This is an optimization exercise on Yosys and OpenROAD, whose aim is small area and few clock cycles per item, not a production implementation.
Only simulation tests tie the RTL to the original design; equivalence was not proved.
Power figures rest on the tool's default switching activity, not on a simulated workload.

## design/flow/design.v

```verilog
package slu_pkg;
  localparam int QUEUE_DEPTH = 8;
  localparam int MAX_TOKENS  = 3;
  localparam int QW          = $clog2(QUEUE_DEPTH);
  localparam logic [5:0] K_DOT        = 6'd5;
  localparam logic [5:0] K_BANG       = 6'd10;
  localparam logic [5:0] K_EQUAL      = 6'd12;
  localparam logic [5:0] K_LESS       = 6'd14;
  localparam logic [5:0] K_GREATER    = 6'd16;
  localparam logic [5:0] K_SLASH      = 6'd18;
  localparam logic [5:0] K_IDENT      = 6'd19;
  localparam logic [5:0] K_STRING     = 6'd20;
  localparam logic [5:0] K_NUMBER     = 6'd21;
  localparam logic [5:0] K_KEYWORD0   = 6'd22;
  localparam logic [5:0] K_END        = 6'd38;
  localparam logic [5:0] K_ERR_CHAR   = 6'd39;
  localparam logic [5:0] K_ERR_STRING = 6'd40;
  localparam logic [3:0] KEYWORD_MAX_LEN = 4'd8;
  typedef enum logic [3:0] {
    M_IDLE, M_BANG, M_EQUAL, M_LESS, M_GREATER, M_SLASH, M_COMMENT,
    M_STRING, M_NUMBER, M_NUM_DOT, M_FRACTION, M_WORD
  } mode_t;
  localparam int TOKW = 55;
  function automatic logic [63:0] kw_text(input logic [3:0] k);
    case (k)
      4'd0:    kw_text = 64'(24'h646e61);
      4'd1:    kw_text = 64'(40'h7373616c63);
      4'd2:    kw_text = 64'(32'h65736c65);
      4'd3:    kw_text = 64'(40'h65736c6166);
      4'd4:    kw_text = 64'(24'h726f66);
      4'd5:    kw_text = 64'h6e6f6974636e7566;
      4'd6:    kw_text = 64'(16'h6669);
      4'd7:    kw_text = 64'(32'h6c6c756e);
      4'd8:    kw_text = 64'(16'h726f);
      4'd9:    kw_text = 64'(40'h746e697270);
      4'd10:   kw_text = 64'(48'h6e7275746572);
      4'd11:   kw_text = 64'(40'h7265707573);
      4'd12:   kw_text = 64'(32'h73696874);
      4'd13:   kw_text = 64'(32'h65757274);
      4'd14:   kw_text = 64'(24'h726176);
      default: kw_text = 64'(40'h656c696877);
    endcase
  endfunction
  function automatic logic [3:0] kw_len(input logic [3:0] k);
    case (k)
      4'd0, 4'd4, 4'd14:                     kw_len = 4'd3;
      4'd2, 4'd7, 4'd12, 4'd13:              kw_len = 4'd4;
      4'd1, 4'd3, 4'd9, 4'd11, 4'd15:        kw_len = 4'd5;
      4'd10:                                 kw_len = 4'd6;
      4'd5:                                  kw_len = 4'd8;
      default:                               kw_len = 4'd2;
    endcase
  endfunction
endpackage
import slu_pkg::*;
module slu_scan #(
  parameter int OFFSET_WIDTH = 16
) (
  input  logic              clk,
  input  logic              rst_n,
  input  logic              accept,
  input  logic [7:0]        char_in,
  input  logic              eot_in,
  output logic [1:0]        push_cnt,
  output logic [3*TOKW-1:0] push_toks
);
  localparam int W = OFFSET_WIDTH;
  logic          valid_r;
  logic [7:0]    char_r;
  logic          eot_r;
  logic [3:0]    mode_r, mode_nxt;
  logic [W-1:0]  pos_r, pos_nxt;
  logic [W-1:0]  begin_r, begin_nxt;
  logic [15:0]   line_r, line_nxt;
  logic [63:0]   prefix_r, prefix_nxt;
  logic [3:0]    wlen_r, wlen_nxt;
  logic [5:0]    wkind;
  logic [1:0]    fl_cnt;
  logic [TOKW-1:0] fl_a, fl_b;
  logic [W-1:0]  pm1;
  logic          rescan;
  logic [1:0]    n;
  logic [2:0][TOKW-1:0] toks;
  function automatic logic [15:0] sat16(input logic [W:0] v);
    sat16 = (33'(v) > 33'h0FFFF) ? 16'hFFFF : 16'(v);
  endfunction
  function automatic logic [W-1:0] clamp_sub(input logic [W-1:0] a, input logic [W-1:0] b);
    clamp_sub = (a > b) ? a - b : '0;
  endfunction
  function automatic logic [54:0] mk(input logic [5:0] kind, input logic [W-1:0] start,
                                     input logic [W:0] len, input logic [15:0] line);
    mk = {kind, sat16({1'b0, start}), sat16(len), line, 1'b0};
  endfunction
  function automatic logic digit_char(input logic [7:0] c);
    digit_char = (c >= "0") && (c <= "9");
  endfunction
  function automatic logic alpha_char(input logic [7:0] c);
    alpha_char = ((c >= "a") && (c <= "z")) || ((c >= "A") && (c <= "Z")) || (c == "_");
  endfunction
  always_ff @(posedge clk) begin
    if (!rst_n) begin
      valid_r  <= 1'b0;
      mode_r   <= M_IDLE;
      pos_r    <= '0;
      begin_r  <= '0;
      line_r   <= 16'd1;
      prefix_r <= '0;
      wlen_r   <= '0;
    end else begin
      valid_r  <= accept;
      mode_r   <= mode_nxt;
      pos_r    <= pos_nxt;
      begin_r  <= begin_nxt;
      line_r   <= line_nxt;
      prefix_r <= prefix_nxt;
      wlen_r   <= wlen_nxt;
    end
  end
  always_ff @(posedge clk) begin
    if (accept) begin
      char_r <= char_in;
      eot_r  <= eot_in;
    end
  end
  always_comb begin
    wkind = K_IDENT;
    for (int k = 0; k < 16; k++) begin
      if (wlen_r == slu_pkg::kw_len(4'(k)) && prefix_r == slu_pkg::kw_text(4'(k))) begin
        wkind = K_KEYWORD0 + 6'(k);
      end
    end
    if (wlen_r > KEYWORD_MAX_LEN) begin
      wkind = K_IDENT;
    end
  end
  always_comb begin
    pm1    = clamp_sub(pos_r, W'(1));
    fl_cnt = 2'd0;
    fl_a   = '0;
    fl_b   = '0;
    case (mode_r)
      M_BANG: begin
        fl_cnt = 2'd1; fl_a = mk(K_BANG, begin_r, (W+1)'(1), line_r);
      end
      M_EQUAL: begin
        fl_cnt = 2'd1; fl_a = mk(K_EQUAL, begin_r, (W+1)'(1), line_r);
      end
      M_LESS: begin
        fl_cnt = 2'd1; fl_a = mk(K_LESS, begin_r, (W+1)'(1), line_r);
      end
      M_GREATER: begin
        fl_cnt = 2'd1; fl_a = mk(K_GREATER, begin_r, (W+1)'(1), line_r);
      end
      M_SLASH: begin
        fl_cnt = 2'd1; fl_a = mk(K_SLASH, begin_r, (W+1)'(1), line_r);
      end
      M_NUMBER, M_FRACTION: begin
        fl_cnt = 2'd1;
        fl_a   = mk(K_NUMBER, begin_r, {1'b0, clamp_sub(pos_r, begin_r)}, line_r);
      end
      M_NUM_DOT: begin
        fl_cnt = 2'd2;
        fl_a   = mk(K_NUMBER, begin_r, {1'b0, clamp_sub(pm1, begin_r)}, line_r);
        fl_b   = mk(K_DOT, pm1, (W+1)'(1), line_r);
      end
      M_WORD: begin
        fl_cnt = 2'd1;
        fl_a   = mk(wkind, begin_r, {1'b0, clamp_sub(pos_r, begin_r)}, line_r);
      end
      M_STRING: begin
        fl_cnt = 2'd1;
        fl_a   = mk(K_ERR_STRING, begin_r, {1'b0, clamp_sub(pos_r, begin_r)}, line_r);
      end
      default: begin
        fl_cnt = 2'd0;
      end
    endcase
  end
  always_comb begin
    mode_nxt   = mode_r;
    pos_nxt    = pos_r;
    begin_nxt  = begin_r;
    line_nxt   = line_r;
    prefix_nxt = prefix_r;
    wlen_nxt   = wlen_r;
    rescan     = 1'b0;
    n          = 2'd0;
    toks       = '0;
    if (valid_r) begin
      if (eot_r) begin
        toks[0]    = fl_a;
        toks[1]    = fl_b;
        n          = fl_cnt;
        toks[n]    = mk(K_END, pos_r, '0, line_r);
        n          = n + 2'd1;
        mode_nxt   = M_IDLE;
        pos_nxt    = '0;
        begin_nxt  = '0;
        line_nxt   = 16'd1;
        prefix_nxt = '0;
        wlen_nxt   = '0;
      end else begin
        case (mode_r)
          M_BANG, M_EQUAL, M_LESS, M_GREATER: begin
            if (char_r == "=") begin
              toks[0]  = mk(fl_a[54:49] + 6'd1, begin_r, (W+1)'(2), line_r);
              n        = 2'd1;
              mode_nxt = M_IDLE;
            end else begin
              rescan = 1'b1;
            end
          end
          M_SLASH: begin
            if (char_r == "/") mode_nxt = M_COMMENT;
            else rescan = 1'b1;
          end
          M_COMMENT: begin
            if (char_r == "\n") rescan = 1'b1;
          end
          M_STRING: begin
            if (char_r == "\n" && line_r != 16'hFFFF) line_nxt = line_r + 16'd1;
            if (char_r == "\"") begin
              toks[0]  = mk(K_STRING, begin_r, {1'b0, clamp_sub(pos_r, begin_r)} + (W+1)'(1),
                            line_r);
              n        = 2'd1;
              mode_nxt = M_IDLE;
            end
          end
          M_NUMBER: begin
            if (char_r == ".") mode_nxt = M_NUM_DOT;
            else if (!digit_char(char_r)) rescan = 1'b1;
          end
          M_NUM_DOT: begin
            if (digit_char(char_r)) mode_nxt = M_FRACTION;
            else rescan = 1'b1;
          end
          M_FRACTION: begin
            if (!digit_char(char_r)) rescan = 1'b1;
          end
          M_WORD: begin
            if (alpha_char(char_r) || digit_char(char_r)) begin
              for (int i = 0; i < 8; i++) begin
                if (wlen_r == 4'(i)) prefix_nxt[8*i +: 8] = char_r;
              end
              if (wlen_r != 4'd15) wlen_nxt = wlen_r + 4'd1;
            end else begin
              rescan = 1'b1;
            end
          end
          default: begin
            rescan = 1'b1;
          end
        endcase
        if (rescan) begin
          toks[0]   = fl_a;
          toks[1]   = fl_b;
          n         = fl_cnt;
          mode_nxt  = M_IDLE;
          begin_nxt = pos_r;
          case (char_r)
            "(", ")", "{", "}", ",", ".", "-", "+", ";", "*": begin
              toks[n] = mk((char_r == "(") ? 6'd0 : (char_r == ")") ? 6'd1 :
                           (char_r == "{") ? 6'd2 : (char_r == "}") ? 6'd3 :
                           (char_r == ",") ? 6'd4 : (char_r == ".") ? 6'd5 :
                           (char_r == "-") ? 6'd6 : (char_r == "+") ? 6'd7 :
                           (char_r == ";") ? 6'd8 : 6'd9,
                           pos_r, (W+1)'(1), line_r);
              n = n + 2'd1;
            end
            "!":  mode_nxt = M_BANG;
            "=":  mode_nxt = M_EQUAL;
            "<":  mode_nxt = M_LESS;
            ">":  mode_nxt = M_GREATER;
            "/":  mode_nxt = M_SLASH;
            " ", 8'h0d, "\t": mode_nxt = M_IDLE;
            "\n": begin
              if (line_r != 16'hFFFF) line_nxt = line_r + 16'd1;
            end
            "\"": mode_nxt = M_STRING;
            default: begin
              if (digit_char(char_r)) begin
                mode_nxt = M_NUMBER;
              end else if (alpha_char(char_r)) begin
                mode_nxt   = M_WORD;
                prefix_nxt = 64'(char_r);
                wlen_nxt   = 4'd1;
              end else begin
                toks[n] = mk(K_ERR_CHAR, pos_r, (W+1)'(1), line_r);
                n       = n + 2'd1;
              end
            end
          endcase
        end
        if (pos_r != {W{1'b1}}) pos_nxt = pos_r + W'(1);
      end
    end
    for (int i = 0; i < 3; i++) begin
      if (n != 2'd0 && 2'(i) == n - 2'd1) toks[i][0] = 1'b1;
    end
    push_cnt  = n;
    push_toks = toks;
  end
endmodule
import slu_pkg::*;
module slu_tok_queue (
  input  logic              clk,
  input  logic              rst_n,
  input  logic [1:0]        push_cnt,
  input  logic [3*TOKW-1:0] push_toks,
  input  logic              pop,
  output logic [QW:0]       count,
  output logic              valid,
  output logic [TOKW-1:0]   head
);
  logic [QUEUE_DEPTH-1:0][TOKW-1:0] mem;
  logic [QW-1:0] head_r, head_nxt;
  logic [QW-1:0] tail_r, tail_nxt;
  logic [QW:0]   count_r, count_nxt;
  logic          do_pop;
  assign do_pop    = pop && (count_r != '0);
  assign head_nxt  = do_pop ? head_r + QW'(1) : head_r;
  assign tail_nxt  = tail_r + QW'(push_cnt);
  assign count_nxt = count_r + (QW+1)'(push_cnt) - (QW+1)'(do_pop);
  always_ff @(posedge clk) begin
    if (!rst_n) begin
      head_r  <= '0;
      tail_r  <= '0;
      count_r <= '0;
    end else begin
      head_r  <= head_nxt;
      tail_r  <= tail_nxt;
      count_r <= count_nxt;
    end
  end
  always_ff @(posedge clk) begin
    for (int j = 0; j < QUEUE_DEPTH; j++) begin
      for (int i = 0; i < MAX_TOKENS; i++) begin
        if (2'(i) < push_cnt && QW'(j) == tail_r + QW'(i))
          mem[j] <= push_toks[TOKW*i +: TOKW];
      end
    end
  end
  assign count = count_r;
  assign valid = (count_r != '0);
  assign head  = mem[head_r];
endmodule
import slu_pkg::*;
module source_code_lexer_unit #(
  parameter int OFFSET_WIDTH = 16
) (
  input  logic        clk,
  input  logic        rst_n,
  input  logic        in_tvalid,
  output logic        in_tready,
  input  logic [7:0]  in_tdata,    
  input  logic        in_tlast,    
  output logic        out_tvalid,
  input  logic        out_tready,
  output logic [55:0] out_tdata,   
  output logic        out_tlast    
);
  logic [1:0]            push_cnt;
  logic [3*TOKW-1:0]     push_toks;
  logic [QW:0]           count;
  logic [TOKW-1:0]       head;
  logic                  accept;
  assign in_tready = rst_n && (({1'b0, count} + (QW+2)'(push_cnt))
                     <= (QW+2)'(QUEUE_DEPTH - 2 * MAX_TOKENS + 1));
  assign accept    = in_tvalid && in_tready;
  slu_scan #(.OFFSET_WIDTH(OFFSET_WIDTH)) u_scan (
    .clk       (clk),
    .rst_n     (rst_n),
    .accept    (accept),
    .char_in   (in_tdata),
    .eot_in    (in_tlast),
    .push_cnt  (push_cnt),
    .push_toks (push_toks)
  );
  slu_tok_queue u_queue (
    .clk       (clk),
    .rst_n     (rst_n),
    .push_cnt  (push_cnt),
    .push_toks (push_toks),
    .pop       (out_tready),
    .count     (count),
    .valid     (out_tvalid),
    .head      (head)
  );
  assign out_tdata = {2'b00, head[16:1], head[32:17], head[48:33], head[54:49]};
  assign out_tlast = head[0];
endmodule
```

## design/flow/run.sh

```bash
#!/bin/bash
# synth_recipe.tcl (not shown) runs the flow's synth.tcl, then flattens the netlist and writes it again
# the make line also repeats each setting of config.mk as NAME=value (left out here)
make -C /OpenROAD-flow-scripts/flow DESIGN_CONFIG=/design/flow/config.mk WORK_HOME=/design/flow/orfs CLKGATE_MAP_FILE= SYNTH_SCRIPT=/design/flow/synth_recipe.tcl finish
```

## design/flow/config.mk

```make
export PLATFORM = sky130hd
export DESIGN_NAME = source_code_lexer_unit
export DESIGN_NICKNAME = source_code_lexer_unit
export VERILOG_FILES = /design/flow/design.v
export SDC_FILE = /design/flow/constraint.sdc
export NUM_CORES = 4
export LEC_CHECK = 0
export CAP_MARGIN = 20
export CORE_MARGIN = 2
export CORE_UTILIZATION = 40
export SLEW_MARGIN = 20
```

## design/flow/constraint.sdc

```tcl
create_clock -name core_clock -period 10.0 [get_ports {clk}]
set_input_delay 2.0000 -clock core_clock [delete_from_list [all_inputs] [get_ports {clk}]]
set_output_delay 2.0000 -clock core_clock [all_outputs]
set_load 0.01 [all_outputs]
```

==> impl_metrics.tcl <==
set metrics [dict create \
    run_status "timing/DRC/antenna clean" \
    synth-compound-area-share_pct 15.05 \
    min-delay-path-class "register to register" \
    synthesis.area_um2 33340 \
    timing.setup.critical_path_class "register to primary output" \
    worst-endpoint-required_ps 8000 \
    numPortBuffers 69 \
    simple_gate_area_share_of_the_yosys_netlist_pct 19.00 \
    p_seq_share_pct 39.6 \
    drt-wirelength-per-cell_um 27.38 \
    synth_area_leaders "edfxtp_1 40%, dfxtp_1 7.9%, mux4_2 7.4%" \
    grt_start_max_net_pins 68 \
    drive_gt1_share_pct 12.91 \
    hold_buffers 0 \
    tightest_slew_ps 1142 \
    antenna_cells_inserted 0 \
    gp_congestion 0.9834 \
    first_pass_iters 8 \
    floorplan.die_area_um2 85670 \
    slew_violations 0 \
    finalHoldViolations 0 \
    drt-initial-drc-count 3629 \
    synth-xor-area-share_pct 1.967 \
    detailroute.via_count 27570 \
    core_area_um2 82240 \
    p_switching_mw 2.081 \
    dieHeight_um 292.7 \
    route.detailed.vias_per_inst 6.410 \
    synthAdderAreaFrac_pct 2.544 \
    leakage_dissipation_nw 12.44 \
    drc_errors 0 \
    initial_utilization_pct 40.54 \
    clock_skew_ps 48.21 \
    stdcell_area_um2 37460 \
    grt_antenna_before_repair 3 \
    cap_violations 0 \
    cts_num_sinks 580 \
    yosys_warnings 2 \
    worst-endpoint-arrival_ps 6210 \
    synth_edf_count 449 \
    nature_of_the_critical_path_endpoint "primary output" \
    placed_area_um2 35180 \
    cts_max_level 3 \
    seq_area_frac_synth_pct 48.31 \
    die_w_um 292.7 \
    synth_area_leader_cell "edfxtp_1" \
    via_count_of_the_first_global_routing_pass 26500 \
    setup-violations-final 0 \
    synth_top_area_share_pct 40.44 \
    synth_seq_cells 580 \
    rows 105 \
    timing.setup.tns_ps 0 \
    synth_async_sr_flop_share_pct 0 \
    final_nets 3254 \
    synth.cells.most_frequent "449 x edfxtp_1, 439 x nor2_1, 326 x nand2_1, 186 x clkbuf_1, 151 x o221ai_1" \
    internal_power_mw 4.856 \
    cts_tree "yes" \
    clockRootBuffer "clkbuf_16" \
    combinational_power_share_pct 24.3 \
    number_of_buffers_on_the_longest_clock_path 3 \
    post_synth_inst_count 3191 \
    power_per_cell_area_nw_per_um2 185.2 \
    synth_most_common_cell "edfxtp_1" \
    clockPowerShare_pct 36.1 \
    final_core_utilization_pct 45.55 \
    total_routing_resource_utilization_after_global_routing_pct 27.02 \
    yosysUniqueCellTypes 101 \
    post_synth_mux_area_share_pct 9.379 \
    antenna_violating_nets_post_route 0 \
    grt_pass1_wl_um 173700 \
    cp_max_fo 28 \
    area_growth_syn_to_layout_pct 12.37 \
    boundaryPins 72 \
    synthFlopType "edfxtp_1" \
    hpwl_um 77100 \
    main_combinational_cell_family_by_area_after_synthesis "simple AND/OR/NAND/NOR gates" \
    holdWs_ps 493.3 \
    rsz0062_at_grt "false" \
    final.period_utilization_pct 82.15 \
    achievable-frequency_ghz 0.1217 \
    fin_crit_ps 8215 \
    p_sw_share_pct 30.00 \
    power.ir.vdd_worst_uv 126.0 \
    worst_setup_path_start_kind "register" \
    overflow 0 \
    cts_buffers 67 \
    cts_post_setup_buffers_inserted 0 \
    clk_transition_reported_paths_ps 60 \
    avgSynthCellArea_um2 10.45 \
    timing.max_slew.rel_slack_pct 23.52 \
    worstSkewPairLatency_ps 640 \
    drt_wl_total_um 117700 \
    cts_resized 0 \
]
## metal layers
metal	routed length (µm)	vias up	global-route usage (%)
met2	54340	1593	43.62
met4	6165	4	13.02
met3	11000	364	4.856
met1	46210	13480	35.17
met5	22	-	0
li1	-	12130	-
## sequential cells by signal, indices dropped and copies added, names as in the netlist
signal / cells
u_queue.count_r: 4
u_queue.head_r: 3
u_scan.char_r: 8
u_scan.wlen_r: 4
u_scan.prefix_r: 64
u_scan.begin_r: 16
u_scan.mode_r: 4
u_scan.valid_r: 1
u_queue.tail_r: 3
u_scan.eot_r: 1
u_queue.mem: 440
u_scan.pos_r: 16
u_scan.line_r: 16
## path summary, 6_finish.rpt
path                                           from                  end  slack (ps)  cells after the start
worst max register to register      u_scan.pos_r[0]     u_queue.mem[355]        2970                     21
worst min-delay path            u_scan.prefix_r[55]  u_scan.prefix_r[55]         490                      1
worst min register to register  u_scan.prefix_r[55]  u_scan.prefix_r[55]         490                      1
worst max-delay path               u_scan.char_r[2]            in_tready        1790                     13
## area by class of cell
class                           count  area, µm²
Clock buffer                       86       1808
Tap cell                         1070       1339
Fill cell                        7630      44780
Sequential cell                   580      16120
Multi-Input combinational cell   2298      16110
Inverter                           69      259.0
Timing Repair Buffer              161       1380
Clock inverter                     37      447.9
## stage by stage
stage | total power, mW | setup slack (ps) | std cells
global placement | 4.476 | 2586 | 4176
floorplan | 3.875 | 2703 | 3192
finish | 6.937 | 1785 | 4301
CTS | 6.968 | 1796 | 4299
global route | 7.187 | 1306 | 4301
detailed placement | 4.483 | 2482 | 4176
## power groups by stage
stage | clock [mW] | combinational [mW] | sequential (mW)
finish | 2.50 | 1.68 | 2.75
detailed placement | 0 | 1.68 | 2.80
global route | 2.63 | 1.80 | 2.76
CTS | 2.53 | 1.69 | 2.75
floorplan | 0 | 1.15 | 2.73
global placement | 0 | 1.68 | 2.80
## worst max-delay path: stages, from the launching register on
cell	delay [ps]
edfxtp_1	790
or3_4	550
o311ai_4	280
o21ai_2	190
nor4_4	810
xnor2_1	220
a211o_1	440
nand2_1	230
clkinv_1	340
ha_1	350
fa_1	430
nor3_1	190
o21a_1	180
clkdlybuf4s50_1	550
## layout by cell type, fill, tap and decap left out, types with 12 or more instances in the layout
| cell type | synthesis | routed |
|---|---|---|
| edfxtp_1 | 449 | 449 |
| nor2_1 | 439 | 439 |
| nand2_1 | 326 | 324 |
| o221ai_1 | 151 | 151 |
| dfxtp_1 | 131 | 127 |
| mux4_2 | 110 | 110 |
| a21oi_1 | 105 | 104 |
| nor2b_1 | 103 | 103 |
| a22oi_1 | 97 | 97 |
| o21ai_0 | 99 | 94 |
| buf_4 | 5 | 91 |
| clkdlybuf4s50_1 | 0 | 68 |
| clkbuf_16 | 0 | 67 |
| inv_1 | 66 | 66 |
| nand3_1 | 65 | 65 |
| nor3_1 | 65 | 64 |
| ha_1 | 59 | 59 |
| mux2_2 | 55 | 55 |
| and3_1 | 51 | 51 |
| xnor2_1 | 48 | 48 |
| and2_1 | 38 | 38 |
| nor4_1 | 39 | 37 |
| nand4_1 | 36 | 36 |
| a221oi_1 | 33 | 33 |
| xor2_1 | 25 | 25 |
| nand2b_1 | 22 | 22 |
| a31oi_1 | 22 | 21 |
| or3_1 | 20 | 20 |
| o21ai_1 | 19 | 18 |
| clkinv_1 | 2 | 16 |
| a21o_1 | 16 | 16 |
| a221o_1 | 15 | 15 |
| o211ai_1 | 13 | 13 |
| o21a_1 | 13 | 13 |
| a22o_1 | 13 | 13 |
| clkbuf_1 | 186 | 13 |
| nand4b_1 | 12 | 12 |
## cells by family after synthesis
family,Yosys count
AND/OR/NAND/NOR,1304
AO/OA/AOI/OAI,685
flip-flops,580
buffers and inverters,314
multiplexers,168
XOR/XNOR,74
adder cells (fa/ha/maj),65
other,1
Testbench counts, summed over its fixed seeds: cycles 33,819, bytes 33,802.

what the ideal ports hide:
Ports are ideal in the flow. The routed layout listed here was re-timed in OpenROAD.
Step 1 assumes that a clkbuf_16 drives the clock port and a buf_2 every other input.
Step 2 adds t to the input delays and takes it off the output delays; t is the mean of the earliest and latest rising clock arrival at the registers after step 1. Input paths then give back, and output paths get back, about the clock's delay inside the block.
a / b / c = ideal / step 1 / step 2; a / b = the first two.
t, ns: 0.684
slack for setup (ns): 1.785 / 1.719 / 2.403
hold WS [ns]: 0.493 / 0.493 / 0.493
After both steps this run still meets setup and hold. The setup slack of this run moves by -0.066 ns with the drivers and by +0.618 ns with both steps.
